What follows belongs to an exercise in optimizing a design on an open flow for small area, a short achievable clock period and few clock cycles per item; a production flow would make more cautious choices. Only simulation tests tie the RTL to the original design; equivalence was not proved. Power figures rest on the tool's default switching activity, not on a simulated workload.

`flow/design.v`:
```
package mips_pkg;
	localparam int xlen = 32;
	localparam int reg_addr_w = 5;
	localparam logic [5:0] op_rtype = 6'b000000;
	localparam logic [5:0] op_lw    = 6'b100011;
	localparam logic [5:0] op_sw    = 6'b101011;
	localparam logic [5:0] funct_add = 6'b100000;
	localparam logic [5:0] funct_sub = 6'b100010;
	localparam logic [5:0] funct_and = 6'b100100;
	localparam logic [5:0] funct_or  = 6'b100101;
	localparam logic [5:0] funct_slt = 6'b101010;
	localparam logic [5:0] funct_nor = 6'b100111;
	localparam logic [3:0] alu_and = 4'b0000;
	localparam logic [3:0] alu_or  = 4'b0001;
	localparam logic [3:0] alu_add = 4'b0010;
	localparam logic [3:0] alu_sub = 4'b0110;
	localparam logic [3:0] alu_slt = 4'b0111;
	localparam logic [3:0] alu_nor = 4'b1100;
	localparam logic [1:0] fwd_reg = 2'b00;
	localparam logic [1:0] fwd_mem = 2'b01;
	localparam logic [1:0] fwd_wb  = 2'b10;
	typedef union packed {
		struct packed {
			logic [5:0] op;
			logic [4:0] rs;
			logic [4:0] rt;
			logic [4:0] rd;
			logic [4:0] shamt;
			logic [5:0] funct;
		} r;
		struct packed {
			logic [5:0] op;
			logic [4:0] rs;
			logic [4:0] rt;
			logic [15:0] imm;
		} i;
	} instr_t;
endpackage
`timescale 1ns/1ps
import mips_pkg::*;
module reg_file (
	input  logic                  clk,
	input  logic                  rst,
	input  logic [reg_addr_w-1:0] ra1,
	input  logic [reg_addr_w-1:0] ra2,
	input  logic [reg_addr_w-1:0] wa,
	input  logic                  we,
	input  logic [xlen-1:0]       wd,
	output logic [xlen-1:0]       rd1,
	output logic [xlen-1:0]       rd2
);
	logic [31:1] valid;
	logic [31:1] wsel;
	logic [xlen-1:0] regs [1:31];
	logic wt1, wt2;
	logic [31:0] s1, s2;
	always_comb begin
		for (int k = 1; k < 32; k++) begin
			wsel[k] = we && wa == reg_addr_w'(k);
		end
	end
	always_ff @(posedge clk or posedge rst) begin
		if (rst) begin
			valid <= '0;
		end else begin
			valid <= valid | wsel;
		end
	end
	for (genvar k = 1; k < 32; k++) begin : g_reg
		always_ff @(posedge clk) begin
			if (wsel[k]) begin
				regs[k] <= wd;
			end
		end
	end
	assign wt1 = we && wa == ra1;
	assign wt2 = we && wa == ra2;
	always_comb begin
		s1[0] = wt1;
		s2[0] = wt2;
		for (int k = 1; k < 32; k++) begin
			s1[k] = valid[k] && ra1 == reg_addr_w'(k) && !wt1;
			s2[k] = valid[k] && ra2 == reg_addr_w'(k) && !wt2;
		end
	end
	for (genvar i = 0; i < xlen; i++) begin : g_bit
		logic [31:0] col;
		assign col[0] = wd[i];
		for (genvar k = 1; k < 32; k++) begin : g_col
			assign col[k] = regs[k][i];
		end
		aor_tree #(.n(32)) u_rd1 (.d(col), .s(s1), .y(rd1[i]));
		aor_tree #(.n(32)) u_rd2 (.d(col), .s(s2), .y(rd2[i]));
	end
endmodule
`timescale 1ns/1ps
module cg_inv (input logic a, output logic y); assign y = ~a; endmodule
module cg_nand2 (input logic a, b, output logic y); assign y = ~(a & b); endmodule
module cg_nand3 (input logic a, b, c, output logic y); assign y = ~(a & b & c); endmodule
module cg_nand4 (input logic a, b, c, d, output logic y); assign y = ~(a & b & c & d); endmodule
module cg_nor2 (input logic a, b, output logic y); assign y = ~(a | b); endmodule
module cg_nor3 (input logic a, b, c, output logic y); assign y = ~(a | b | c); endmodule
module cg_nand2b (input logic a, bn, output logic y); assign y = ~(a & ~bn); endmodule
module cg_nor2b (input logic a, bn, output logic y); assign y = ~(a | ~bn); endmodule
module cg_xor2 (input logic a, b, output logic y); assign y = a ^ b; endmodule
module cg_xnor2 (input logic a, b, output logic y); assign y = ~(a ^ b); endmodule
module cg_aoi21 (input logic a, b, c, output logic y); assign y = ~((a & b) | c); endmodule
module cg_oai21 (input logic a, b, c, output logic y); assign y = ~((a | b) & c); endmodule
module cg_aoi22 (input logic a1, a2, b1, b2, output logic y);
	assign y = ~((a1 & a2) | (b1 & b2));
endmodule
module cg_aoi222 (input logic a1, a2, b1, b2, c1, c2, output logic y);
	assign y = ~((a1 & a2) | (b1 & b2) | (c1 & c2));
endmodule
module aor_tree #(
	parameter int n = 32
) (
	input  logic [n-1:0] d,
	input  logic [n-1:0] s,
	output logic         y
);
	function automatic integer fan(input integer l);
		fan = (l == 1) ? 3 : (l % 2 == 0) ? 4 : 3;
	endfunction
	function automatic integer cnt(input integer l);
		integer c, i;
		c = n;
		for (i = 1; i <= l; i = i + 1) c = (c + fan(i) - 1) / fan(i);
		cnt = c;
	endfunction
	function automatic integer levels(input integer dummy);
		integer l;
		levels = 0;
		for (l = 8; l >= 1; l = l - 1) if (cnt(l) == 1) levels = l;
	endfunction
	localparam int nl = levels(0);
	logic [n-1:0] v [nl+1];
	for (genvar k = 0; k < cnt(1); k++) begin : g_l1
		localparam int b = 3 * k;
		localparam int sz = (n - b >= 3) ? 3 : n - b;
		if (sz == 3) begin : g3
			cg_aoi222 u (.a1(d[b]), .a2(s[b]), .b1(d[b+1]), .b2(s[b+1]),
				.c1(d[b+2]), .c2(s[b+2]), .y(v[1][k]));
		end else if (sz == 2) begin : g2
			cg_aoi22 u (.a1(d[b]), .a2(s[b]), .b1(d[b+1]), .b2(s[b+1]), .y(v[1][k]));
		end else begin : g1
			cg_nand2 u (.a(d[b]), .b(s[b]), .y(v[1][k]));
		end
	end
	for (genvar l = 2; l <= nl; l++) begin : g_lv
		for (genvar k = 0; k < cnt(l); k++) begin : g_n
			localparam int f = fan(l);
			localparam int b = f * k;
			localparam int sz = (cnt(l-1) - b >= f) ? f : cnt(l-1) - b;
			if (l % 2 == 0) begin : g_nand
				if (sz == 4) begin : g4
					cg_nand4 u (.a(v[l-1][b]), .b(v[l-1][b+1]), .c(v[l-1][b+2]),
						.d(v[l-1][b+3]), .y(v[l][k]));
				end else if (sz == 3) begin : g3
					cg_nand3 u (.a(v[l-1][b]), .b(v[l-1][b+1]), .c(v[l-1][b+2]),
						.y(v[l][k]));
				end else if (sz == 2) begin : g2
					cg_nand2 u (.a(v[l-1][b]), .b(v[l-1][b+1]), .y(v[l][k]));
				end else begin : g1
					cg_inv u (.a(v[l-1][b]), .y(v[l][k]));
				end
			end else begin : g_nor
				if (sz == 3) begin : g3
					cg_nor3 u (.a(v[l-1][b]), .b(v[l-1][b+1]), .c(v[l-1][b+2]),
						.y(v[l][k]));
				end else if (sz == 2) begin : g2
					cg_nor2 u (.a(v[l-1][b]), .b(v[l-1][b+1]), .y(v[l][k]));
				end else begin : g1
					cg_inv u (.a(v[l-1][b]), .y(v[l][k]));
				end
			end
		end
	end
	if (nl % 2 == 1) begin : g_out_inv
		cg_inv u (.a(v[nl][0]), .y(y));
	end else begin : g_out
		assign y = v[nl][0];
	end
endmodule
`timescale 1ns/1ps
import mips_pkg::*;
module ks_add #(
	parameter bit sub = 1'b0
) (
	input  logic [31:0] a,
	input  logic [31:0] b,
	output logic [31:0] s
);
	logic [31:0] g [6];
	logic [31:0] p [6];
	logic [31:0] x;
	for (genvar i = 0; i < 32; i++) begin : g_l0
		if (sub) begin : g_s
			cg_nand2b u_g (.a(a[i]), .bn(b[i]), .y(g[0][i]));
			cg_nor2b u_p (.a(a[i]), .bn(b[i]), .y(p[0][i]));
			cg_xnor2 u_x (.a(a[i]), .b(b[i]), .y(x[i]));
		end else begin : g_a
			cg_nand2 u_g (.a(a[i]), .b(b[i]), .y(g[0][i]));
			cg_nor2 u_p (.a(a[i]), .b(b[i]), .y(p[0][i]));
			cg_xor2 u_x (.a(a[i]), .b(b[i]), .y(x[i]));
		end
	end
	logic [31:0] g0;
	assign g0 = sub ? {g[0][31:1], p[0][0]} : g[0];
	for (genvar l = 1; l <= 5; l++) begin : g_lv
		localparam int d = 1 << (l - 1);
		for (genvar i = 0; i < 32; i++) begin : g_n
			logic gi, pi, gj, pj;
			assign gi = (l == 1) ? g0[i] : g[l-1][i];
			assign pi = p[l-1][i];
			if (i >= d) begin : g_c
				assign gj = (l == 1) ? g0[i-d] : g[l-1][i-d];
				assign pj = p[l-1][i-d];
				if (l % 2 == 1) begin : g_t
					cg_oai21 u_g (.a(pi), .b(gj), .c(gi), .y(g[l][i]));
					if (i >= 2 * d) begin : g_pp
						cg_nor2 u_p (.a(pi), .b(pj), .y(p[l][i]));
					end else begin : g_pz
						assign p[l][i] = 1'b0;
					end
				end else begin : g_i
					cg_aoi21 u_g (.a(pi), .b(gj), .c(gi), .y(g[l][i]));
					if (i >= 2 * d) begin : g_pp
						cg_nand2 u_p (.a(pi), .b(pj), .y(p[l][i]));
					end else begin : g_pz
						assign p[l][i] = 1'b1;
					end
				end
			end else begin : g_pass
				cg_inv u_g (.a(gi), .y(g[l][i]));
				assign p[l][i] = ~pi;
			end
		end
	end
	for (genvar i = 1; i < 32; i++) begin : g_sum
		cg_xor2 u_s (.a(x[i]), .b(g[5][i-1]), .y(s[i]));
	end
	if (sub) begin : g_s0s
		cg_xor2 u_s0 (.a(a[0]), .b(b[0]), .y(s[0]));
	end else begin : g_s0a
		assign s[0] = x[0];
	end
endmodule
module alu (
	input  logic [xlen-1:0] a,
	input  logic [xlen-1:0] b,
	input  logic            op_add,
	input  logic            op_sub,
	input  logic            op_and,
	input  logic            op_or,
	input  logic            op_nor,
	input  logic            op_slt,
	input  logic            op_pass_b,
	output logic [xlen-1:0] res
);
	logic [xlen-1:0] sum, diff, orv;
	logic lt;
	ks_add #(.sub(1'b0)) u_sum (.a(a), .b(b), .s(sum));
	ks_add #(.sub(1'b1)) u_diff (.a(a), .b(b), .s(diff));
	assign orv = a | b;
	assign lt = (a[xlen-1] != b[xlen-1]) ? a[xlen-1] : diff[xlen-1];
	assign res = (sum & {xlen{op_add}}) | (diff & {xlen{op_sub}}) |
		(a & b & {xlen{op_and}}) | (orv & {xlen{op_or}}) |
		(~orv & {xlen{op_nor}}) | (b & {xlen{op_pass_b}}) |
		{{(xlen-1){1'b0}}, lt & op_slt};
endmodule
`timescale 1ns/1ps
import mips_pkg::*;
module data_mem (
	input  logic            clk,
	input  logic            rst,
	input  logic [5:0]      addr,
	input  logic            re,
	input  logic            we,
	input  logic [xlen-1:0] wd,
	output logic [xlen-1:0] rd
);
	logic [63:0] valid;
	logic [63:0] wsel;
	logic [63:0] rsel;
	logic [xlen-1:0] words [64];
	always_comb begin
		for (int k = 0; k < 64; k++) begin
			wsel[k] = we && addr == 6'(k);
			rsel[k] = re && valid[k] && addr == 6'(k);
		end
	end
	always_ff @(posedge clk or posedge rst) begin
		if (rst) begin
			valid <= '0;
		end else begin
			valid <= valid | wsel;
		end
	end
	for (genvar k = 0; k < 64; k++) begin : g_word
		always_ff @(posedge clk) begin
			if (wsel[k]) begin
				words[k] <= wd;
			end
		end
	end
	for (genvar i = 0; i < xlen; i++) begin : g_bit
		logic [63:0] col;
		for (genvar k = 0; k < 64; k++) begin : g_col
			assign col[k] = words[k][i];
		end
		aor_tree #(.n(64)) u_rd (.d(col), .s(rsel), .y(rd[i]));
	end
endmodule
`timescale 1ns/1ps
import mips_pkg::*;
module mips_core #(
	parameter int dmem_depth = 64
) (
	input  logic                  clk,
	input  logic                  rst,
	output logic [xlen-1:0]       pc,
	input  logic [xlen-1:0]       instr,
	output logic                  wb_en,
	output logic [reg_addr_w-1:0] wb_addr,
	output logic [xlen-1:0]       wb_data
);
	logic [29:0] pc_w;
	logic stall;
	assign pc = {pc_w, 2'b00};
	always_ff @(posedge clk or posedge rst) begin
		if (rst) begin
			pc_w <= '0;
		end else if (!stall) begin
			pc_w <= pc_w + 30'd1;
		end
	end
	logic f_is_r, f_is_lw, f_is_sw, f_we;
	logic [4:0] f_dest;
	assign f_is_r = instr[31:26] == op_rtype;
	assign f_is_lw = instr[31:26] == op_lw;
	assign f_is_sw = instr[31:26] == op_sw;
	assign f_dest = f_is_r ? instr[15:11] : instr[20:16];
	assign f_we = (f_is_r || f_is_lw) && f_dest != '0;
	logic d_is_r, d_is_lw, d_is_sw, d_we;
	logic [4:0] d_rs, d_rt, d_dest;
	logic [7:0] d_imm;
	always_ff @(posedge clk or posedge rst) begin
		if (rst) begin
			{d_is_r, d_is_lw, d_is_sw, d_we} <= '0;
		end else if (!stall) begin
			d_is_r <= f_is_r;
			d_is_lw <= f_is_lw;
			d_is_sw <= f_is_sw;
			d_we <= f_we;
		end
	end
	always_ff @(posedge clk) begin
		if (!stall) begin
			d_rs <= instr[25:21];
			d_rt <= instr[20:16];
			d_dest <= f_dest;
			d_imm <= instr[7:0];
		end
	end
	logic e_we, e_lw, e_sw;
	logic e_add, e_sub, e_and, e_or, e_nor, e_slt;
	logic [4:0] e_dest;
	logic [7:0] e_imm;
	logic [xlen-1:0] e_a, e_b;
	logic e_fb_late;
	logic m_we, m_lw, m_sw, m_sdlate;
	logic [4:0] m_dest;
	logic [5:0] m_addr;
	logic [xlen-1:0] m_x;
	logic d_use_rs;
	logic e_hit_rs, e_hit_rt, m_hit_rs, m_hit_rt;
	logic fa_m, fa_w, fb_m, fb_w, fb_late;
	logic [xlen-1:0] rf_a, rf_b;
	logic [3:0] fn;
	logic w_en;
	logic [4:0] w_addr;
	logic [xlen-1:0] w_data;
	logic [xlen-1:0] opa, opb, res, wb_next;
	logic [7:0] addr8;
	assign d_use_rs = d_is_r || d_is_lw || d_is_sw;
	assign e_hit_rs = e_we && e_dest == d_rs;
	assign e_hit_rt = e_we && e_dest == d_rt;
	assign m_hit_rs = m_we && m_dest == d_rs;
	assign m_hit_rt = m_we && m_dest == d_rt;
	assign stall = e_lw && ((d_use_rs && e_hit_rs) || (d_is_r && e_hit_rt));
	assign fa_m = e_hit_rs && !e_lw;
	assign fa_w = m_hit_rs && !e_hit_rs;
	assign fb_m = e_hit_rt && !e_lw;
	assign fb_late = e_hit_rt && e_lw;
	assign fb_w = m_hit_rt && !e_hit_rt;
	reg_file u_regs (
		.clk(clk), .rst(rst),
		.ra1(d_rs), .ra2(d_rt),
		.wa(w_addr), .we(w_en), .wd(w_data),
		.rd1(rf_a), .rd2(rf_b)
	);
	assign fn = d_imm[3:0];
	always_ff @(posedge clk or posedge rst) begin
		if (rst) begin
			{e_we, e_lw, e_sw} <= '0;
			{e_add, e_sub, e_and, e_or, e_nor, e_slt} <= '0;
		end else begin
			e_we <= d_we && !stall;
			e_lw <= d_is_lw && !stall;
			e_sw <= d_is_sw && !stall;
			e_add <= d_is_r && fn == funct_add[3:0];
			e_sub <= d_is_r && fn == funct_sub[3:0];
			e_and <= d_is_r && fn == funct_and[3:0];
			e_or <= d_is_r && fn == funct_or[3:0];
			e_nor <= d_is_r && fn == funct_nor[3:0];
			e_slt <= d_is_r && fn == funct_slt[3:0];
		end
	end
	always_ff @(posedge clk) begin
		e_dest <= d_dest;
		e_imm <= d_imm;
		e_fb_late <= fb_late;
		e_a <= (res & {xlen{fa_m}}) | (wb_next & {xlen{fa_w}}) |
			(rf_a & {xlen{!(fa_m || fa_w)}});
		e_b <= (res & {xlen{fb_m}}) | (wb_next & {xlen{fb_w}}) |
			(rf_b & {xlen{!(fb_m || fb_w || fb_late)}});
	end
	assign opa = e_a;
	assign opb = e_b;
	alu u_alu (
		.a(opa), .b(opb),
		.op_add(e_add), .op_sub(e_sub), .op_and(e_and), .op_or(e_or),
		.op_nor(e_nor), .op_slt(e_slt), .op_pass_b(e_sw),
		.res(res)
	);
	assign addr8 = opa[7:0] + e_imm;
	always_ff @(posedge clk or posedge rst) begin
		if (rst) begin
			{m_we, m_lw, m_sw} <= '0;
		end else begin
			m_we <= e_we;
			m_lw <= e_lw;
			m_sw <= e_sw;
		end
	end
	always_ff @(posedge clk) begin
		m_dest <= e_dest;
		m_addr <= addr8[7:2];
		m_x <= res;
		m_sdlate <= e_fb_late;
	end
	logic [xlen-1:0] ld_data, st_data;
	assign st_data = m_sdlate ? w_data : m_x;
	data_mem u_dmem (
		.clk(clk), .rst(rst),
		.addr(m_addr), .re(m_lw), .we(m_sw), .wd(st_data),
		.rd(ld_data)
	);
	always_ff @(posedge clk or posedge rst) begin
		if (rst) begin
			wb_en <= 1'b0;
			w_en <= 1'b0;
		end else begin
			wb_en <= m_we;
			w_en <= m_we;
		end
	end
	assign wb_next = ld_data | m_x;
	always_ff @(posedge clk) begin
		wb_addr <= m_dest;
		wb_data <= wb_next;
		w_addr <= m_dest;
		w_data <= wb_next;
	end
endmodule
```
`flow/constraint.sdc`:
```
create_clock -name core_clock -period 5.5 [get_ports {clk}]
set_input_delay 1.1000 -clock core_clock [delete_from_list [all_inputs] [get_ports {clk}]]
set_output_delay 1.1000 -clock core_clock [all_outputs]
set_load 0.01 [all_outputs]
```
`flow/run.sh`:
```
#!/bin/bash
# synth_recipe.tcl (not shown) runs the flow's synth.tcl, then flattens the netlist and writes it again
# the make line also repeats each setting of config.mk as NAME=value (left out here)
make -C /OpenROAD-flow-scripts/flow DESIGN_CONFIG=/design/flow/config.mk WORK_HOME=/design/flow/orfs CLKGATE_MAP_FILE= SYNTH_SCRIPT=/design/flow/synth_recipe.tcl finish
```
`flow/config.mk`:
```
export PLATFORM = sky130hd
export DESIGN_NAME = mips_core
export DESIGN_NICKNAME = mips_core
export VERILOG_FILES = /design/flow/design.v
export SDC_FILE = /design/flow/constraint.sdc
export NUM_CORES = 4
export LEC_CHECK = 0
export CAP_MARGIN = 20
export CORE_MARGIN = 2
export CORE_UTILIZATION = 40
export PLACE_DENSITY = 0.55
export SETUP_SLACK_MARGIN = 2.5
export SLEW_MARGIN = 20
export SYNTH_HIERARCHICAL = 1
```
==> results.cfg, run 1 <==
[cells_and_area]
layout.nets = 8555
area_growth_pct = 22.0
final_cell_mix = edfxtp_1, a222oi_1, buf_4
drive_gt1_frac = 0.241
final_common_cell = edfxtp_1
final_util = 0.491

[cts]
cts_buffer_depth = 4
clkTransAtPathRegs_ps = 60
cts_root_buf = clkbuf_16
htreeDepth = 5
numCtsBuffers = 347
cts_sinks = 3364
tritoncts = done
clock_latency_ps = 960

[hold_path]
hold_class = flop to flop
min_delay_path_depth = 0
hold_start = e_fb_late
min_to = m_sdlate

[floorplan]
initial_core_util = 0.402
die_x_um = 573
die_y_um = 573
ios = 104
core_area_mm2 = 0.321
num_rows = 208
die_area_mm2 = 0.328

[logic_synthesis]
async_flop_share = 0.0422
yosys_warnings = 23
synth_area_leaders = edfxtp_1, a222oi_1, dfrtp_1
ys_seq_elements = 3364
synth_ff_type = edfxtp_1
synth_area_mm2 = 0.129
synth_cell_type_count = 74
yosysSeqAreaShare = 0.763
synth_edf_count = 3063
synth_area_leader_cell = edfxtp_1
synth_top_area_share = 0.711
postSynthAreaPerCell_um2 = 17.4
syn_inst = 7428

[grt]
met2_usage = 0.431
grt_pass1_vias = 83700
grt_util_met1 = 0.384
grt_usage = 0.291
overflow = 0
grt_start_max_net_pins = 65
grt-busiest-layer = met2
use_met3 = 0.0812
antenna_found_initial = 17
grt_pass1_wl_um = 668000

[timing]
max_freq_mhz = 268
setup_viol = 0
period_share = 0.678
tns_ps = 0
drv_slew = 0
hold_viol = 0
fin_crit_ps = 3730
finClkSkew_ps = 96.9
worst_pin_slew_ps = 1310
rsz0062_at_grt = yes
max-slew-margin-rel = 0.124

[drt]
routed-via-count = 88800
drt-initial-drc-count = 19600
drc_errors = 0
firstDrtPassIters = 15
routed_via_density = 6.77
drt-wirelength-per-cell_um = 38.1
wl_um = 499000
ant_nets = 0

[outcome]
status = no timing/DRC/antenna violations

[worst_setup_path]
rrSetupSlack_ps = 1770
path_buf_inv = 1
cp_slowest_stage_delay_ps = 670
required_ps = 6220
cp_slowest_cell = nand4_1
crit_family = simple AND/OR/NAND/NOR gates
r2r-end = e_b[31]
crit_arrival_ps = 4450
worstPathMaxFanout = 8
cp_cell_sequence = nor3b_4 -> buf_6 -> and3_4 -> a222oi_1 -> nand4_1 -> nor3_2 -> nand2_4 -> nor2_4 -> nand2_1 -> o21ai_1 -> o21ai_0
worst_setup_path_end_kind = flop
worst_setup_path_start_kind = flop
worstSetupPathType = flop to flop
ff2ff_path_depth = 11
r2r-start = m_lw

[job]
timing.max_cap.violations = 0

[pwr]
p_per_area_mw_per_mm2 = 338
leakage_nw = 51.6
power.total_mw = 53.4
peakVddDrop_mv = 0.295

[place]
dp_hpwl_um = 271000
port_buffers = 98
gp_congestion = 0.916
-- synth_stat cells, types with 14 or more instances --
| cell type | count |
|---|---|
| a222oi_1 | 1313 |
| a22oi_1 | 31 |
| nand2b_1 | 91 |
| or2_2 | 33 |
| nor4_1 | 27 |
| buf_6 | 14 |
| nand2_1 | 318 |
| edfxtp_1 | 3063 |
| a221o_1 | 33 |
| a22oi_2 | 64 |
| o21ai_0 | 70 |
| o31ai_1 | 31 |
| dfrtp_1 | 142 |
| a21oi_1 | 22 |
| clkbuf_1 | 60 |
| buf_2 | 25 |
| nor3_1 | 84 |
| xnor2_1 | 58 |
| o21bai_1 | 51 |
| nand4_1 | 301 |
| and3_1 | 72 |
| dfxtp_1 | 159 |
| o21ai_1 | 144 |
| nor2_1 | 311 |
| xor2_1 | 132 |
| nand3_1 | 91 |
| nor2b_4 | 31 |
| nor3b_1 | 30 |
| nor3_2 | 130 |
| mux2_2 | 36 |
| inv_1 | 169 |
| nand3b_1 | 39 |
| a21oi_2 | 114 |
-- per-layer routing --
| metal | vias up | share of wire |
|---|---|---|
| li1 | 35200 | - |
| met1 | 45600 | 0.36 |
| met2 | 6778 | 0.44 |
| met3 | 1158 | 0.13 |
| met4 | 6 | 0.068 |
| met5 | - | 0.00018 |
-- logic make-up after synthesis --
| logic type | count (synthesis) | synth area share |
|---|---|---|
| compound gates | 1895 | 0.136 |
| xor+xnor | 191 | 0.0130 |
| fa+ha+maj | 9 | 0.000871 |
| buf+inv | 289 | 0.00971 |
| flops | 3364 | 0.763 |
| mux | 40 | 0.00352 |
| other cells | 1 | 0.0000290 |
| simple gates | 1639 | 0.0739 |
-- worst reg2reg max path: stages, from the launching register on --
cell and delay, ps:
dfrtp_2 480, nor3b_4 230, buf_6 160, and3_4 260, a222oi_1 680, nand4_1 670, nor3_2 410, nand2_4 130
nor2_4 160, nand2_1 70, o21ai_1 140, o21ai_0 110
-- flip-flops by register name, summed over array words and instances, names as in the netlist, 5 cells and up --
register / flops
d_imm: 8
u_dmem.words: 2048
d_dest: 5
e_a: 32
e_imm: 8
w_addr: 5
e_dest: 5
e_b: 32
pc_w: 30
m_addr: 6
w_data: 32
u_regs.regs: 992
u_dmem.valid: 64
m_x: 32
d_rs: 5
d_rt: 5
m_dest: 5
u_regs.valid: 31
-- per-module statistics from Yosys (local to each module, per instance), a selection --
module     cells  flip-flops and latches  cell area (um2)
mips_core    750                     229             8290
cg_aoi222      1                       0             10.0
cg_nand3       1                       0             5.00
cg_nand2       1                       0             3.75
data_mem    2385                    2112            64900
cg_nand2b      1                       0             6.26
cg_xnor2       1                       0             8.76
cg_oai21       1                       0             5.00
cg_nor3        1                       0             10.0
cg_nor2        1                       0             3.75
cg_xor2        1                       0             8.76
-- stage by stage --
stage	area (um2)	hold slack [ps]	cells	setup slack (ps)
after global placement	139000	310	12000	880
after detailed placement	139000	326	12100	813
after floorplan	130000	310	7429	2480
after global routing	158000	346	13100	1830
final	158000	336	13100	1770
after CTS	156000	340	13000	1950
-- timing repair --
item / in CTS / in global routing
gates resized for setup: 798 / 156
pin swaps: 462 / 214
gates cloned: 80 / 10
endpoints found under the setup margin: 1026 / 141
hold endpoints to repair: 0 / 0
hold buffers: 0 / 0
buffers inserted: 244 / 77
-- cell type report --
cell class / count / area (um2)
antenna: 9 / 22.5
clock buffer: 451 / 9370
clock inverter: 178 / 1720
fill: 26700 / 164000
inverter: 169 / 647
multi-input combinational: 3820 / 32700
sequential: 3364 / 98800
tap: 4305 / 5390
timing repair buffer: 810 / 9070
-- worst max path at each step --
stage	slack, ps	start	endpoint	depth (start not counted)
2_1_floorplan	2480	d_rs[2]	e_a[20]	10
3_3_place_gp	880	m_addr[2]	e_b[8]	11
3_5_place_dp	810	m_addr[2]	e_a[18]	10
4_1_cts	1950	d_rs[3]	e_a[7]	14
5_1_grt	1830	m_lw	e_b[31]	11
6_report	1770	m_lw	e_b[31]	11
-- power by group --
| group | switching (mW) | leakage (nW) | internal [mW] |
|---|---|---|---|
| clock | 9.93 | 5.38 | 13.3 |
| combinational | 1.40 | 16.4 | 0.527 |
| sequential | 0.169 | 29.9 | 28.1 |
Testbench counts, summed over its fixed seeds: cycles 11,637, instructions 11,354.
==> run 2: changes to the inputs <==
--- a/flow/design.v
+++ b/flow/design.v
@@ -41,29 +41,31 @@
 module reg_file (
 	input  logic                  clk,
 	input  logic                  rst,
-	input  logic [reg_addr_w-1:0] ra1,
-	input  logic [reg_addr_w-1:0] ra2,
+	input  logic [reg_addr_w-1:0] ra1_n,
+	input  logic [reg_addr_w-1:0] ra2_n,
+	input  logic [reg_addr_w-1:0] wa_n,
 	input  logic [reg_addr_w-1:0] wa,
-	input  logic                  we,
 	input  logic [xlen-1:0]       wd,
 	output logic [xlen-1:0]       rd1,
 	output logic [xlen-1:0]       rd2
 );
 	logic [31:1] valid;
 	logic [31:1] wsel;
+	logic [31:1] valid_n;
 	logic [xlen-1:0] regs [1:31];
-	logic wt1, wt2;
+	logic wt1_n, wt2_n;
 	logic [31:0] s1, s2;
 	always_comb begin
 		for (int k = 1; k < 32; k++) begin
-			wsel[k] = we && wa == reg_addr_w'(k);
+			wsel[k] = wa == reg_addr_w'(k);
 		end
 	end
+	assign valid_n = valid | wsel;
 	always_ff @(posedge clk or posedge rst) begin
 		if (rst) begin
 			valid <= '0;
 		end else begin
-			valid <= valid | wsel;
+			valid <= valid_n;
 		end
 	end
 	for (genvar k = 1; k < 32; k++) begin : g_reg
@@ -73,14 +75,14 @@
 			end
 		end
 	end
-	assign wt1 = we && wa == ra1;
-	assign wt2 = we && wa == ra2;
-	always_comb begin
-		s1[0] = wt1;
-		s2[0] = wt2;
+	assign wt1_n = wa_n == ra1_n;
+	assign wt2_n = wa_n == ra2_n;
+	always_ff @(posedge clk) begin
+		s1[0] <= wt1_n;
+		s2[0] <= wt2_n;
 		for (int k = 1; k < 32; k++) begin
-			s1[k] = valid[k] && ra1 == reg_addr_w'(k) && !wt1;
-			s2[k] = valid[k] && ra2 == reg_addr_w'(k) && !wt2;
+			s1[k] <= valid_n[k] && ra1_n == reg_addr_w'(k) && !wt1_n;
+			s2[k] <= valid_n[k] && ra2_n == reg_addr_w'(k) && !wt2_n;
 		end
 	end
 	for (genvar i = 0; i < xlen; i++) begin : g_bit
@@ -246,55 +248,61 @@
 		assign s[0] = x[0];
 	end
 endmodule
-module alu (
-	input  logic [xlen-1:0] a,
-	input  logic [xlen-1:0] b,
-	input  logic            op_add,
-	input  logic            op_sub,
-	input  logic            op_and,
-	input  logic            op_or,
-	input  logic            op_nor,
-	input  logic            op_slt,
-	input  logic            op_pass_b,
-	output logic [xlen-1:0] res
+module alu_out (
+	input  logic [xlen-1:0] sum,
+	input  logic [xlen-1:0] diff,
+	input  logic            sel_sum,
+	input  logic            sel_diff,
+	input  logic            sel_lt,
+	input  logic [xlen-1:0] rest_n,
+	output logic [xlen-1:0] y
 );
-	logic [xlen-1:0] sum, diff, orv;
-	logic lt;
-	ks_add #(.sub(1'b0)) u_sum (.a(a), .b(b), .s(sum));
-	ks_add #(.sub(1'b1)) u_diff (.a(a), .b(b), .s(diff));
-	assign orv = a | b;
-	assign lt = (a[xlen-1] != b[xlen-1]) ? a[xlen-1] : diff[xlen-1];
-	assign res = (sum & {xlen{op_add}}) | (diff & {xlen{op_sub}}) |
-		(a & b & {xlen{op_and}}) | (orv & {xlen{op_or}}) |
-		(~orv & {xlen{op_nor}}) | (b & {xlen{op_pass_b}}) |
-		{{(xlen-1){1'b0}}, lt & op_slt};
+	logic [xlen-1:0] ns, nd;
+	logic nl;
+	for (genvar i = 0; i < xlen; i++) begin : g_bit
+		cg_nand2 u_s (.a(sum[i]), .b(sel_sum), .y(ns[i]));
+		cg_nand2 u_d (.a(diff[i]), .b(sel_diff), .y(nd[i]));
+		if (i == 0) begin : g_lt
+			cg_nand2 u_l (.a(diff[xlen-1]), .b(sel_lt), .y(nl));
+			cg_nand4 u_o (.a(ns[i]), .b(nd[i]), .c(nl), .d(rest_n[i]), .y(y[i]));
+		end else begin : g_o
+			cg_nand3 u_o (.a(ns[i]), .b(nd[i]), .c(rest_n[i]), .y(y[i]));
+		end
+	end
 endmodule
 `timescale 1ns/1ps
 import mips_pkg::*;
 module data_mem (
 	input  logic            clk,
 	input  logic            rst,
-	input  logic [5:0]      addr,
-	input  logic            re,
+	input  logic [5:0]      ra_n,
+	input  logic            re_n,
+	input  logic [5:0]      wa,
 	input  logic            we,
 	input  logic [xlen-1:0] wd,
 	output logic [xlen-1:0] rd
 );
 	logic [63:0] valid;
+	logic [63:0] valid_n;
 	logic [63:0] wsel;
 	logic [63:0] rsel;
 	logic [xlen-1:0] words [64];
 	always_comb begin
 		for (int k = 0; k < 64; k++) begin
-			wsel[k] = we && addr == 6'(k);
-			rsel[k] = re && valid[k] && addr == 6'(k);
+			wsel[k] = we && wa == 6'(k);
 		end
 	end
+	assign valid_n = valid | wsel;
 	always_ff @(posedge clk or posedge rst) begin
 		if (rst) begin
 			valid <= '0;
 		end else begin
-			valid <= valid | wsel;
+			valid <= valid_n;
+		end
+	end
+	always_ff @(posedge clk) begin
+		for (int k = 0; k < 64; k++) begin
+			rsel[k] <= re_n && valid_n[k] && ra_n == 6'(k);
 		end
 	end
 	for (genvar k = 0; k < 64; k++) begin : g_word
@@ -369,20 +377,18 @@
 	logic [7:0] e_imm;
 	logic [xlen-1:0] e_a, e_b;
 	logic e_fb_late;
-	logic m_we, m_lw, m_sw, m_sdlate;
+	logic m_we, m_sw, m_sdlate;
 	logic [4:0] m_dest;
 	logic [5:0] m_addr;
 	logic [xlen-1:0] m_x;
+	logic [4:0] w_addr;
+	logic [xlen-1:0] w_data;
 	logic d_use_rs;
 	logic e_hit_rs, e_hit_rt, m_hit_rs, m_hit_rt;
-	logic fa_m, fa_w, fb_m, fb_w, fb_late;
+	logic fa_m, fa_w, fa_r, fb_m, fb_w, fb_r, fb_late;
 	logic [xlen-1:0] rf_a, rf_b;
 	logic [3:0] fn;
-	logic w_en;
-	logic [4:0] w_addr;
-	logic [xlen-1:0] w_data;
-	logic [xlen-1:0] opa, opb, res, wb_next;
-	logic [7:0] addr8;
+	logic [4:0] ra1_n, ra2_n, wa_n;
 	assign d_use_rs = d_is_r || d_is_lw || d_is_sw;
 	assign e_hit_rs = e_we && e_dest == d_rs;
 	assign e_hit_rt = e_we && e_dest == d_rt;
@@ -391,13 +397,18 @@
 	assign stall = e_lw && ((d_use_rs && e_hit_rs) || (d_is_r && e_hit_rt));
 	assign fa_m = e_hit_rs && !e_lw;
 	assign fa_w = m_hit_rs && !e_hit_rs;
+	assign fa_r = !e_hit_rs && !m_hit_rs;
 	assign fb_m = e_hit_rt && !e_lw;
 	assign fb_late = e_hit_rt && e_lw;
 	assign fb_w = m_hit_rt && !e_hit_rt;
+	assign fb_r = !e_hit_rt && !m_hit_rt;
+	assign ra1_n = stall ? d_rs : instr[25:21];
+	assign ra2_n = stall ? d_rt : instr[20:16];
+	assign wa_n = m_we ? m_dest : 5'd0;
 	reg_file u_regs (
 		.clk(clk), .rst(rst),
-		.ra1(d_rs), .ra2(d_rt),
-		.wa(w_addr), .we(w_en), .wd(w_data),
+		.ra1_n(ra1_n), .ra2_n(ra2_n), .wa_n(wa_n),
+		.wa(w_addr), .wd(w_data),
 		.rd1(rf_a), .rd2(rf_b)
 	);
 	assign fn = d_imm[3:0];
@@ -417,60 +428,75 @@
 			e_slt <= d_is_r && fn == funct_slt[3:0];
 		end
 	end
+	logic [xlen-1:0] sum, diff, orv, lg, wbn;
+	logic eqs, lt_early;
+	logic [xlen-1:0] rest_x, rest_a, rest_b;
+	logic [xlen-1:0] e_a_d, e_b_d, m_x_d;
+	logic [7:0] addr8;
+	ks_add #(.sub(1'b0)) u_sum (.a(e_a), .b(e_b), .s(sum));
+	ks_add #(.sub(1'b1)) u_diff (.a(e_a), .b(e_b), .s(diff));
+	assign orv = e_a | e_b;
+	assign lg = (e_a & e_b & {xlen{e_and}}) | (orv & {xlen{e_or}}) |
+		(~orv & {xlen{e_nor}}) | (e_b & {xlen{e_sw}});
+	assign eqs = e_a[xlen-1] == e_b[xlen-1];
+	assign lt_early = e_a[xlen-1] && !e_b[xlen-1];
+	assign rest_x = lg | {{(xlen-1){1'b0}}, lt_early && e_slt};
+	assign rest_a = (lg & {xlen{fa_m}}) | (wbn & {xlen{fa_w}}) | (rf_a & {xlen{fa_r}}) |
+		{{(xlen-1){1'b0}}, lt_early && e_slt && fa_m};
+	assign rest_b = (lg & {xlen{fb_m}}) | (wbn & {xlen{fb_w}}) | (rf_b & {xlen{fb_r}}) |
+		{{(xlen-1){1'b0}}, lt_early && e_slt && fb_m};
+	alu_out u_out_x (.sum(sum), .diff(diff), .sel_sum(e_add), .sel_diff(e_sub),
+		.sel_lt(e_slt && eqs), .rest_n(~rest_x), .y(m_x_d));
+	alu_out u_out_a (.sum(sum), .diff(diff), .sel_sum(e_add && fa_m),
+		.sel_diff(e_sub && fa_m), .sel_lt(e_slt && eqs && fa_m), .rest_n(~rest_a),
+		.y(e_a_d));
+	alu_out u_out_b (.sum(sum), .diff(diff), .sel_sum(e_add && fb_m),
+		.sel_diff(e_sub && fb_m), .sel_lt(e_slt && eqs && fb_m), .rest_n(~rest_b),
+		.y(e_b_d));
 	always_ff @(posedge clk) begin
 		e_dest <= d_dest;
 		e_imm <= d_imm;
 		e_fb_late <= fb_late;
-		e_a <= (res & {xlen{fa_m}}) | (wb_next & {xlen{fa_w}}) |
-			(rf_a & {xlen{!(fa_m || fa_w)}});
-		e_b <= (res & {xlen{fb_m}}) | (wb_next & {xlen{fb_w}}) |
-			(rf_b & {xlen{!(fb_m || fb_w || fb_late)}});
-	end
-	assign opa = e_a;
-	assign opb = e_b;
-	alu u_alu (
-		.a(opa), .b(opb),
-		.op_add(e_add), .op_sub(e_sub), .op_and(e_and), .op_or(e_or),
-		.op_nor(e_nor), .op_slt(e_slt), .op_pass_b(e_sw),
-		.res(res)
-	);
-	assign addr8 = opa[7:0] + e_imm;
+		e_a <= e_a_d;
+		e_b <= e_b_d;
+	end
+	assign addr8 = e_a[7:0] + e_imm;
 	always_ff @(posedge clk or posedge rst) begin
 		if (rst) begin
-			{m_we, m_lw, m_sw} <= '0;
+			{m_we, m_sw} <= '0;
 		end else begin
 			m_we <= e_we;
-			m_lw <= e_lw;
 			m_sw <= e_sw;
 		end
 	end
 	always_ff @(posedge clk) begin
 		m_dest <= e_dest;
 		m_addr <= addr8[7:2];
-		m_x <= res;
+		m_x <= m_x_d;
 		m_sdlate <= e_fb_late;
 	end
 	logic [xlen-1:0] ld_data, st_data;
 	assign st_data = m_sdlate ? w_data : m_x;
 	data_mem u_dmem (
 		.clk(clk), .rst(rst),
-		.addr(m_addr), .re(m_lw), .we(m_sw), .wd(st_data),
+		.ra_n(addr8[7:2]), .re_n(e_lw),
+		.wa(m_addr), .we(m_sw), .wd(st_data),
 		.rd(ld_data)
 	);
+	assign wbn = ld_data | m_x;
 	always_ff @(posedge clk or posedge rst) begin
 		if (rst) begin
 			wb_en <= 1'b0;
-			w_en <= 1'b0;
+			w_addr <= '0;
+			w_data <= '0;
 		end else begin
 			wb_en <= m_we;
-			w_en <= m_we;
+			w_addr <= m_we ? m_dest : 5'd0;
+			w_data <= wbn & {xlen{m_we}};
 		end
 	end
-	assign wb_next = ld_data | m_x;
 	always_ff @(posedge clk) begin
 		wb_addr <= m_dest;
-		wb_data <= wb_next;
-		w_addr <= m_dest;
-		w_data <= wb_next;
+		wb_data <= wbn;
 	end
 endmodule
--- a/flow/config.mk
+++ b/flow/config.mk
@@ -7,8 +7,10 @@
 export LEC_CHECK = 0
 export CAP_MARGIN = 20
 export CORE_MARGIN = 2
-export CORE_UTILIZATION = 40
-export PLACE_DENSITY = 0.55
-export SETUP_SLACK_MARGIN = 2.5
+export CORE_UTILIZATION = 35
+export CTS_CLUSTER_DIAMETER = 100
+export CTS_CLUSTER_SIZE = 25
+export PLACE_DENSITY = 0.5
+export SETUP_SLACK_MARGIN = 2.7
 export SLEW_MARGIN = 20
 export SYNTH_HIERARCHICAL = 1
==> run 2 against run 1 <==
  * Sequential share of layout area rose by 3.1 points
  * Clock power fell by 36%
  * Area after synthesis rose by 3.3%
  * Critical path type unchanged
  * Largest power group unchanged
  * Highest routed layer is now met4
==> results.cfg, run 2 <==
[drt]
drt-wirelength-per-cell_um = 36.6
routed_via_density = 6.32
ant_nets = 0
wl_um = 511000
drt-initial-drc-count = 17000
firstDrtPassIters = 12
routed-via-count = 88200
drc_errors = 0

[worst_setup_path]
worstSetupPathType = flop to flop
worstPathMaxFanout = 7
cp_cell_sequence = buf_12 -> buf_8 -> buf_4 -> buf_6 -> a222oi_1 -> nand4_1 -> nor3_4 -> nand2_4 -> nor2_4 -> buf_4 -> inv_1
crit_arrival_ps = 3890
worst_setup_path_start_kind = flop
cp_slowest_stage_delay_ps = 590
crit_family = simple AND/OR/NAND/NOR gates
cp_slowest_cell = nor3_4
crit_path_frequent_cell = buf_4
worst_setup_path_end_kind = flop
required_ps = 6240
path_buf_inv = 6

[cts]
holdBufCountCts = 0
clock_latency_ps = 970
clkTransAtPathRegs_ps = 110
cts_root_buf = clkbuf_16
htreeDepth = 4
tritoncts = done
numCtsBuffers = 170
cts_sinks = 3528
cts_buffer_depth = 4

[logic_synthesis]
synth_edf_count = 3053
synth_top_area_share = 0.687
synth_cell_type_count = 74
synth_ff_type = edfxtp_1
synth_area_leader_cell = edfxtp_1
synth_area_leaders = edfxtp_1, a222oi_1, dfxtp_1
ys_seq_elements = 3528
synthMostInstantiatedCell = edfxtp_1
ys_top_cells_by_count = edfxtp_1, a222oi_1, nand2_1
synth_area_mm2 = 0.134
async_flop_share = 0.0505
syn_inst = 7894
postSynthAreaPerCell_um2 = 16.9
yosys_warnings = 24
yosysSeqAreaShare = 0.765

[outcome]
status = no timing/DRC/antenna violations

[cells_and_area]
layout.cells.non_filler = 14000
register_area_mm2 = 0.102
drive_gt1_frac = 0.202
final_common_cell = edfxtp_1
reg_top3 = u_dmem.words (2048), u_regs.regs (992)
registers.top_by_ff_count = u_dmem.words
largest_register_ffs = 2048
final_cell_mix = edfxtp_1, a222oi_1, buf_4
n_fill_cell = 34100
layout.nets = 8831
multi_input_area_mm2 = 0.0328
area_growth_pct = 16.6

[timing]
period_share = 0.574
max_freq_mhz = 317
drv_slew = 0
max-slew-margin-rel = 0.210
setup_viol = 0
fin_crit_ps = 3160
rsz0062_at_grt = yes
finClkSkew_ps = 100
hold-worst-slack_ps = 320
tns_ps = 0
worst_pin_slew_ps = 1180
hold_viol = 0

[pwr]
p_comb_frac = 0.049
internal_power_mw = 36.0
pwr-share-clk = 0.318
switching_share = 0.227
power.total_mw = 46.6
leakage_nw = 50.6
peakVddDrop_mv = 0.271
pwr-share-seq = 0.633
p_sw_mw = 10.6
p_per_area_mw_per_mm2 = 299

[grt]
grt_start_max_net_pins = 65
grt_pass1_vias = 84200
overflow = 0
antenna_found_initial = 29
grt_usage = 0.252
grt_pass1_wl_um = 687000

[floorplan]
die_x_um = 622
die_area_mm2 = 0.386
ios = 104
die_y_um = 622
num_rows = 226
initial_core_util = 0.352
core_area_mm2 = 0.379

[hold_path]
hold_class = flop to flop

[place]
dp_hpwl_um = 300000
port_buffers = 98
dpl.cell_count = 13200
gp_congestion = 0.940

[job]
timing.max_cap.violations = 0
run 2: changes by cell type in the layout (fill, tap and decap cells not counted), sizes merged, moves of 94 or more:
| cell | before | now |
|---|---|---|
| clkbuf | 458 | 259 |
| nor2 | 322 | 427 |
| and3 | 103 | 9 |
| nand2 | 319 | 498 |
| clkinv | 125 | 11 |
| dfxtp | 159 | 297 |
| nand3 | 92 | 204 |
run 2: layout make-up:
class | count | share of cell area
inverters | 217 | 0.00551
clock buffers | 250 | 0.0297
flip-flops and latches | 3528 | 0.658
diodes | 52 | 0.000836
multi-input cells | 4063 | 0.211
repair buffers | 804 | 0.0527
repair inverters | 3 | 0.000169
well taps | 5016 | 0.0403
clock inverters | 27 | 0.00251
run 2: worst paths after layout:
check                                startpoint                to  slack [ps]  cells past startpoint
min in group asynchronous                   rst  u_regs.valid[10]        1260                      3
max in group asynchronous                   rst  u_dmem.valid[21]        3220                      3
worst min-delay path                   d_imm[4]          e_imm[4]         320                      0
worst max register to register  u_dmem.rsel[27]       wb_data[21]        2340                     11
worst max-delay path            u_dmem.rsel[27]       wb_data[21]        2340                     11
worst min register to register         d_imm[4]          e_imm[4]         320                      0
run 2: kinds of logic after synthesis:
logic type | share of synthesized area
compound gates | 0.131
xor+xnor | 0.0125
fa+ha+maj | 0.000937
buf+inv | 0.00991
flops | 0.765
mux | 0.00374
other cells | 0.0000281
simple gates | 0.0776
run 2: worst reg2reg max path: cells and delay by family, from the launching register on:
| family | cells | cell delay (ps) |
|---|---|---|
| buffers and inverters | 6 | 870 |
| and+or+nand+nor | 4 | 1390 |
| DFF | 1 | 350 |
| AOI/OAI and AO/OA | 1 | 310 |
run 2: power by group through the flow:
stage                     Sequential (mW)  Combinational [mW]  Clock (mW)
after global routing                 29.5                2.38        15.9
after detailed placement             30.1                2.02           0
after floorplan                      30.1                1.01           0
after global placement               30.1                1.97           0
final                                29.5                2.29        14.8
after CTS                            29.5                2.15        15.0
run 2: through the flow:
step	instance area, um2	setup WS [ps]	util
CTS	154000	2420	0.405
global route	156000	2340	0.410
detailed placement	144000	1660	0.379
floorplan	134000	2500	-
finish	156000	2340	0.410
global placement	144000	1690	0.379
run 2: metal layers:
layer	track usage	vias up	routed length, um
li1	-	36000	-
met3	0.0441	856	47600
met5	0	-	0
met2	0.416	5147	244000
met4	0.120	0	27200
met1	0.322	46300	193000
run 2: Yosys stat by module (local to each module, per instance), excerpt:
| module | cell area, um2 | flip-flops and latches | cells inside |
|---|---|---|---|
| cg_aoi222 | 10.0 | 0 | 1 |
| cg_nor2 | 3.75 | 0 | 1 |
| cg_aoi22 | 12.5 | 0 | 1 |
| cg_nand3 | 5.00 | 0 | 1 |
| reg_file | 33000 | 1087 | 1319 |
| mips_core | 10500 | 265 | 1032 |
| cg_nor2b | 13.8 | 0 | 1 |
| data_mem | 66300 | 2176 | 2489 |
| cg_inv | 3.75 | 0 | 1 |
| cg_nor3 | 10.0 | 0 | 1 |
| cg_oai21 | 5.00 | 0 | 1 |
| cg_xnor2 | 8.76 | 0 | 1 |
| cg_nand4 | 6.26 | 0 | 1 |
| cg_nand2 | 3.75 | 0 | 1 |
| cg_xor2 | 8.76 | 0 | 1 |
| cg_aoi21 | 8.76 | 0 | 1 |
run 2: repair_timing:
action,4_1_cts,5_1_grt
cloned,26,9
pin swaps,245,196
setup buffers,272,92
setup endpoints to repair,2503,346
gates resized for setup,569,216
Testbench counts of run 2, summed over its fixed seeds: cycles 11,637, instructions 11,354.
==> run 3: changes to the inputs <==
--- a/flow/design.v
+++ b/flow/design.v
@@ -46,8 +46,8 @@
 	input  logic [reg_addr_w-1:0] wa_n,
 	input  logic [reg_addr_w-1:0] wa,
 	input  logic [xlen-1:0]       wd,
-	output logic [xlen-1:0]       rd1,
-	output logic [xlen-1:0]       rd2
+	output logic [xlen-1:0]       rd1_n,
+	output logic [xlen-1:0]       rd2_n
 );
 	logic [31:1] valid;
 	logic [31:1] wsel;
@@ -91,8 +91,8 @@
 		for (genvar k = 1; k < 32; k++) begin : g_col
 			assign col[k] = regs[k][i];
 		end
-		aor_tree #(.n(32)) u_rd1 (.d(col), .s(s1), .y(rd1[i]));
-		aor_tree #(.n(32)) u_rd2 (.d(col), .s(s2), .y(rd2[i]));
+		aor_tree #(.n(32), .inv(1'b1)) u_rd1 (.d(col), .s(s1), .e(1'b0), .y(rd1_n[i]));
+		aor_tree #(.n(32), .inv(1'b1)) u_rd2 (.d(col), .s(s2), .e(1'b0), .y(rd2_n[i]));
 	end
 endmodule
 `timescale 1ns/1ps
@@ -115,10 +115,13 @@
 	assign y = ~((a1 & a2) | (b1 & b2) | (c1 & c2));
 endmodule
 module aor_tree #(
-	parameter int n = 32
+	parameter int n = 32,
+	parameter bit use_e = 1'b0,
+	parameter bit inv = 1'b0
 ) (
 	input  logic [n-1:0] d,
 	input  logic [n-1:0] s,
+	input  logic         e,
 	output logic         y
 );
 	function automatic integer fan(input integer l);
@@ -145,6 +148,8 @@
 				.c1(d[b+2]), .c2(s[b+2]), .y(v[1][k]));
 		end else if (sz == 2) begin : g2
 			cg_aoi22 u (.a1(d[b]), .a2(s[b]), .b1(d[b+1]), .b2(s[b+1]), .y(v[1][k]));
+		end else if (use_e) begin : g1e
+			cg_aoi21 u (.a(d[b]), .b(s[b]), .c(e), .y(v[1][k]));
 		end else begin : g1
 			cg_nand2 u (.a(d[b]), .b(s[b]), .y(v[1][k]));
 		end
@@ -178,7 +183,7 @@
 			end
 		end
 	end
-	if (nl % 2 == 1) begin : g_out_inv
+	if ((nl % 2 == 1) != inv) begin : g_out_inv
 		cg_inv u (.a(v[nl][0]), .y(y));
 	end else begin : g_out
 		assign y = v[nl][0];
@@ -280,6 +285,7 @@
 	input  logic [5:0]      wa,
 	input  logic            we,
 	input  logic [xlen-1:0] wd,
+	input  logic [xlen-1:0] ex,
 	output logic [xlen-1:0] rd
 );
 	logic [63:0] valid;
@@ -317,7 +323,7 @@
 		for (genvar k = 0; k < 64; k++) begin : g_col
 			assign col[k] = words[k][i];
 		end
-		aor_tree #(.n(64)) u_rd (.d(col), .s(rsel), .y(rd[i]));
+		aor_tree #(.n(64), .use_e(1'b1)) u_rd (.d(col), .s(rsel), .e(ex[i]), .y(rd[i]));
 	end
 endmodule
 `timescale 1ns/1ps
@@ -386,7 +392,7 @@
 	logic d_use_rs;
 	logic e_hit_rs, e_hit_rt, m_hit_rs, m_hit_rt;
 	logic fa_m, fa_w, fa_r, fb_m, fb_w, fb_r, fb_late;
-	logic [xlen-1:0] rf_a, rf_b;
+	logic [xlen-1:0] rf_a_n, rf_b_n;
 	logic [3:0] fn;
 	logic [4:0] ra1_n, ra2_n, wa_n;
 	assign d_use_rs = d_is_r || d_is_lw || d_is_sw;
@@ -409,7 +415,7 @@
 		.clk(clk), .rst(rst),
 		.ra1_n(ra1_n), .ra2_n(ra2_n), .wa_n(wa_n),
 		.wa(w_addr), .wd(w_data),
-		.rd1(rf_a), .rd2(rf_b)
+		.rd1_n(rf_a_n), .rd2_n(rf_b_n)
 	);
 	assign fn = d_imm[3:0];
 	always_ff @(posedge clk or posedge rst) begin
@@ -430,7 +436,7 @@
 	end
 	logic [xlen-1:0] sum, diff, orv, lg, wbn;
 	logic eqs, lt_early;
-	logic [xlen-1:0] rest_x, rest_a, rest_b;
+	logic [xlen-1:0] rest_x, early_a, early_b, rest_a_n, rest_b_n;
 	logic [xlen-1:0] e_a_d, e_b_d, m_x_d;
 	logic [7:0] addr8;
 	ks_add #(.sub(1'b0)) u_sum (.a(e_a), .b(e_b), .s(sum));
@@ -441,17 +447,21 @@
 	assign eqs = e_a[xlen-1] == e_b[xlen-1];
 	assign lt_early = e_a[xlen-1] && !e_b[xlen-1];
 	assign rest_x = lg | {{(xlen-1){1'b0}}, lt_early && e_slt};
-	assign rest_a = (lg & {xlen{fa_m}}) | (wbn & {xlen{fa_w}}) | (rf_a & {xlen{fa_r}}) |
+	assign early_a = (lg & {xlen{fa_m}}) | (~rf_a_n & {xlen{fa_r}}) |
 		{{(xlen-1){1'b0}}, lt_early && e_slt && fa_m};
-	assign rest_b = (lg & {xlen{fb_m}}) | (wbn & {xlen{fb_w}}) | (rf_b & {xlen{fb_r}}) |
+	assign early_b = (lg & {xlen{fb_m}}) | (~rf_b_n & {xlen{fb_r}}) |
 		{{(xlen-1){1'b0}}, lt_early && e_slt && fb_m};
+	for (genvar i = 0; i < xlen; i++) begin : g_rest
+		cg_aoi21 u_ra (.a(wbn[i]), .b(fa_w), .c(early_a[i]), .y(rest_a_n[i]));
+		cg_aoi21 u_rb (.a(wbn[i]), .b(fb_w), .c(early_b[i]), .y(rest_b_n[i]));
+	end
 	alu_out u_out_x (.sum(sum), .diff(diff), .sel_sum(e_add), .sel_diff(e_sub),
 		.sel_lt(e_slt && eqs), .rest_n(~rest_x), .y(m_x_d));
 	alu_out u_out_a (.sum(sum), .diff(diff), .sel_sum(e_add && fa_m),
-		.sel_diff(e_sub && fa_m), .sel_lt(e_slt && eqs && fa_m), .rest_n(~rest_a),
+		.sel_diff(e_sub && fa_m), .sel_lt(e_slt && eqs && fa_m), .rest_n(rest_a_n),
 		.y(e_a_d));
 	alu_out u_out_b (.sum(sum), .diff(diff), .sel_sum(e_add && fb_m),
-		.sel_diff(e_sub && fb_m), .sel_lt(e_slt && eqs && fb_m), .rest_n(~rest_b),
+		.sel_diff(e_sub && fb_m), .sel_lt(e_slt && eqs && fb_m), .rest_n(rest_b_n),
 		.y(e_b_d));
 	always_ff @(posedge clk) begin
 		e_dest <= d_dest;
@@ -475,15 +485,14 @@
 		m_x <= m_x_d;
 		m_sdlate <= e_fb_late;
 	end
-	logic [xlen-1:0] ld_data, st_data;
+	logic [xlen-1:0] st_data;
 	assign st_data = m_sdlate ? w_data : m_x;
 	data_mem u_dmem (
 		.clk(clk), .rst(rst),
 		.ra_n(addr8[7:2]), .re_n(e_lw),
 		.wa(m_addr), .we(m_sw), .wd(st_data),
-		.rd(ld_data)
+		.ex(m_x), .rd(wbn)
 	);
-	assign wbn = ld_data | m_x;
 	always_ff @(posedge clk or posedge rst) begin
 		if (rst) begin
 			wb_en <= 1'b0;
==> run 3 against run 2 <==
  * Hold slack improved by 31 ps
  * Total power fell by 0.78%
  * Largest cell class unchanged
  * Setup slack improved by 250 ps
  * Synthesized cell count fell by 2.8%
  * Clock skew fell by 24 ps
  * Still clean
  * Via count fell by 2.6%
  * Critical path depth fell by 4
  * Area after synthesis fell by 0.43%
==> results.cfg, run 3 <==
[outcome]
status = no timing/DRC/antenna violations

[timing]
max_freq_mhz = 344
hold_viol = 0
tns_ps = 0
hold-worst-slack_ps = 351
drv_slew = 0
setup_viol = 0
period_share = 0.528
rsz0062_at_grt = yes
layout_setup_ws_ps = 2600
worst_pin_slew_ps = 1130
max-slew-margin-rel = 0.249
finClkSkew_ps = 76.7
fin_crit_ps = 2900

[grt]
antenna_found_initial = 28
grt_start_max_net_pins = 65
grt_usage = 0.241
grt_pass1_wl_um = 654000
overflow = 0
grt_pass1_vias = 81800

[logic_synthesis]
postSynthAreaPerCell_um2 = 17.3
synth_area_mm2 = 0.133
syn_inst = 7675
yosys_warnings = 26

[worst_setup_path]
rrSetupSlack_ps = 2600
worstSetupPathType = flop to flop
worstPathMaxFanout = 34
ff2ff_path_depth = 7
r2r-end = e_b[24]
worst_setup_path_start_kind = flop
worst_setup_path_end_kind = flop
crit_arrival_ps = 3680
r2r-start = w_data[24]
required_ps = 6280

[cells_and_area]
final_common_cell = edfxtp_1
largest_register_ffs = 2048
layout.nets = 8388
layout.cells.non_filler = 13500
reg_top3 = u_dmem.words (2048), u_regs.regs (992)
registers.top_by_ff_count = u_dmem.words
multi_input_area_mm2 = 0.0317
area_growth_pct = 13.2
n_fill_cell = 34400
final_cell_mix = edfxtp_1, a222oi_1, buf_4
drive_gt1_frac = 0.177
register_area_mm2 = 0.102

[hold_path]
hold_class = flop to flop
hold_start = d_dest[3]
min_to = e_dest[3]
min_delay_path_depth = 0

[floorplan]
die_area_mm2 = 0.385
die_x_um = 620
num_rows = 226
ios = 104
initial_core_util = 0.351
core_area_mm2 = 0.379
die_y_um = 620

[drt]
wl_um = 484000
drt-wirelength-per-cell_um = 35.9
routed-via-count = 86000
drc_errors = 0
firstDrtPassIters = 22
ant_nets = 0
routed_via_density = 6.38
drt-initial-drc-count = 16700

[cts]
cts_buffer_depth = 4
clkTransAtPathRegs_ps = 100
holdBufCountCts = 0
cts_root_buf = clkbuf_16
clock_latency_ps = 910
cts_sinks = 3528
numCtsBuffers = 166
htreeDepth = 4
tritoncts = done

[place]
dpl.cell_count = 13000
post-place-ws_ps = 913
gp_congestion = 0.896
port_buffers = 98
dp_hpwl_um = 288000

[pwr]
peakVddDrop_mv = 0.318
power.total_mw = 46.2
p_per_area_mw_per_mm2 = 307
leakage_nw = 47.6

[job]
timing.max_cap.violations = 0
## run 3: cell type report
class	count	area share
repair buffers	577	0.0330
flip-flops and latches	3528	0.680
clock buffers	236	0.0297
multi-input cells	3944	0.211
well taps	5016	0.0417
inverters	127	0.00330
clock inverters	21	0.00141
diodes	16	0.000266
## run 3: worst max path at each step
| stage | from | to | cells past startpoint |
|---|---|---|---|
| 3_3_place_gp | e_dest[1] | u_regs.s1[31] | 11 |
| 5_1_grt | m_sdlate | u_dmem.words[24][13] | 3 |
| 3_5_place_dp | e_dest[1] | u_regs.s1[31] | 11 |
| 4_1_cts | m_sw | u_dmem.words[9][21] | 3 |
| 2_1_floorplan | m_addr[4] | u_dmem.words[10][0] | 5 |
| 6_report | w_data[24] | e_b[24] | 7 |
## run 3: worst max-delay path, cell delays in order (launching register included)
cell and delay, ps:
dfrtp_1 390, buf_4 280, a222oi_1 470, nand4_1 610, nor3_2 570, o22ai_1 180
a21oi_2 130, nand3_1 80
## run 3: routing by layer
layer | vias up | share of wire | global-route usage
li1 | 34900 | - | -
met1 | 45200 | 0.40 | 0.337
met2 | 5107 | 0.45 | 0.376
met3 | 728 | 0.10 | 0.0413
met4 | 4 | 0.043 | 0.0930
met5 | - | 0.00012 | 0.000379
## run 3: repair_timing
action / CTS / global route
gates resized for setup: 276 / 143
endpoints found under the hold margin: 0 / 0
buffers inserted: 102 / 57
setup endpoints to repair: 1615 / 357
pin swaps: 93 / 82
cloned: 4 / 3
## run 3: per-stage QoR
step | utilization | cell area (um2)
6_report | 0.397 | 150000
3_5_place_dp | 0.378 | 143000
4_1_cts | 0.395 | 149000
5_1_grt | 0.397 | 150000
2_1_floorplan | - | 133000
3_3_place_gp | 0.378 | 143000
## run 3: power by group
part | internal [mW] | switching (mW)
registers | 29.4 | 0.181
logic | 0.568 | 1.90
clock network | 5.81 | 8.38
total | 35.8 | 10.5
Testbench counts of run 3, summed over its fixed seeds: cycles 11,637, instructions 11,354.

## static timing again, ports no longer ideal
The flow's constraints put no driver on any port. The routed layouts listed below were extracted and timed again, unchanged, in two steps. Step 1 (the two cells are an assumption about what drives the block):
set clk [get_ports {clk}]
set_driving_cell -lib_cell sky130_fd_sc_hd__clkbuf_16 $clk
set_driving_cell -lib_cell sky130_fd_sc_hd__buf_2 [delete_from_list [all_inputs] $clk]
Step 2, shift: input delay + t, output delay - t, t = (earliest + latest rising clock arrival at the registers) / 2. This alone moves slack from input paths to output paths. Slacks: no drivers / after step 1 / after step 2; pairs: no drivers / after step 1.
| run | shift t [ns] | setup slack, ns | worst setup path after step 2 | clock arrival spread, ns |
|---|---|---|---|---|
| run 1 | 1.012 | 1.770 / 1.770 / 1.770 | register to register | 0.101 / 0.101 |
| run 2 | 1.030 | 2.341 / 2.341 / 2.273 | input, reset recovery | 0.107 / 0.107 |
| run 3 | 0.973 | 2.595 / 2.595 / 2.425 | input, reset recovery | 0.099 / 0.099 |
After both steps setup and hold are still met in every run listed. The setup slack of run 3, which loses most, moves by 0.000 ns with the drivers and by -0.170 ns with both steps. Setup slack includes reset recovery checks.
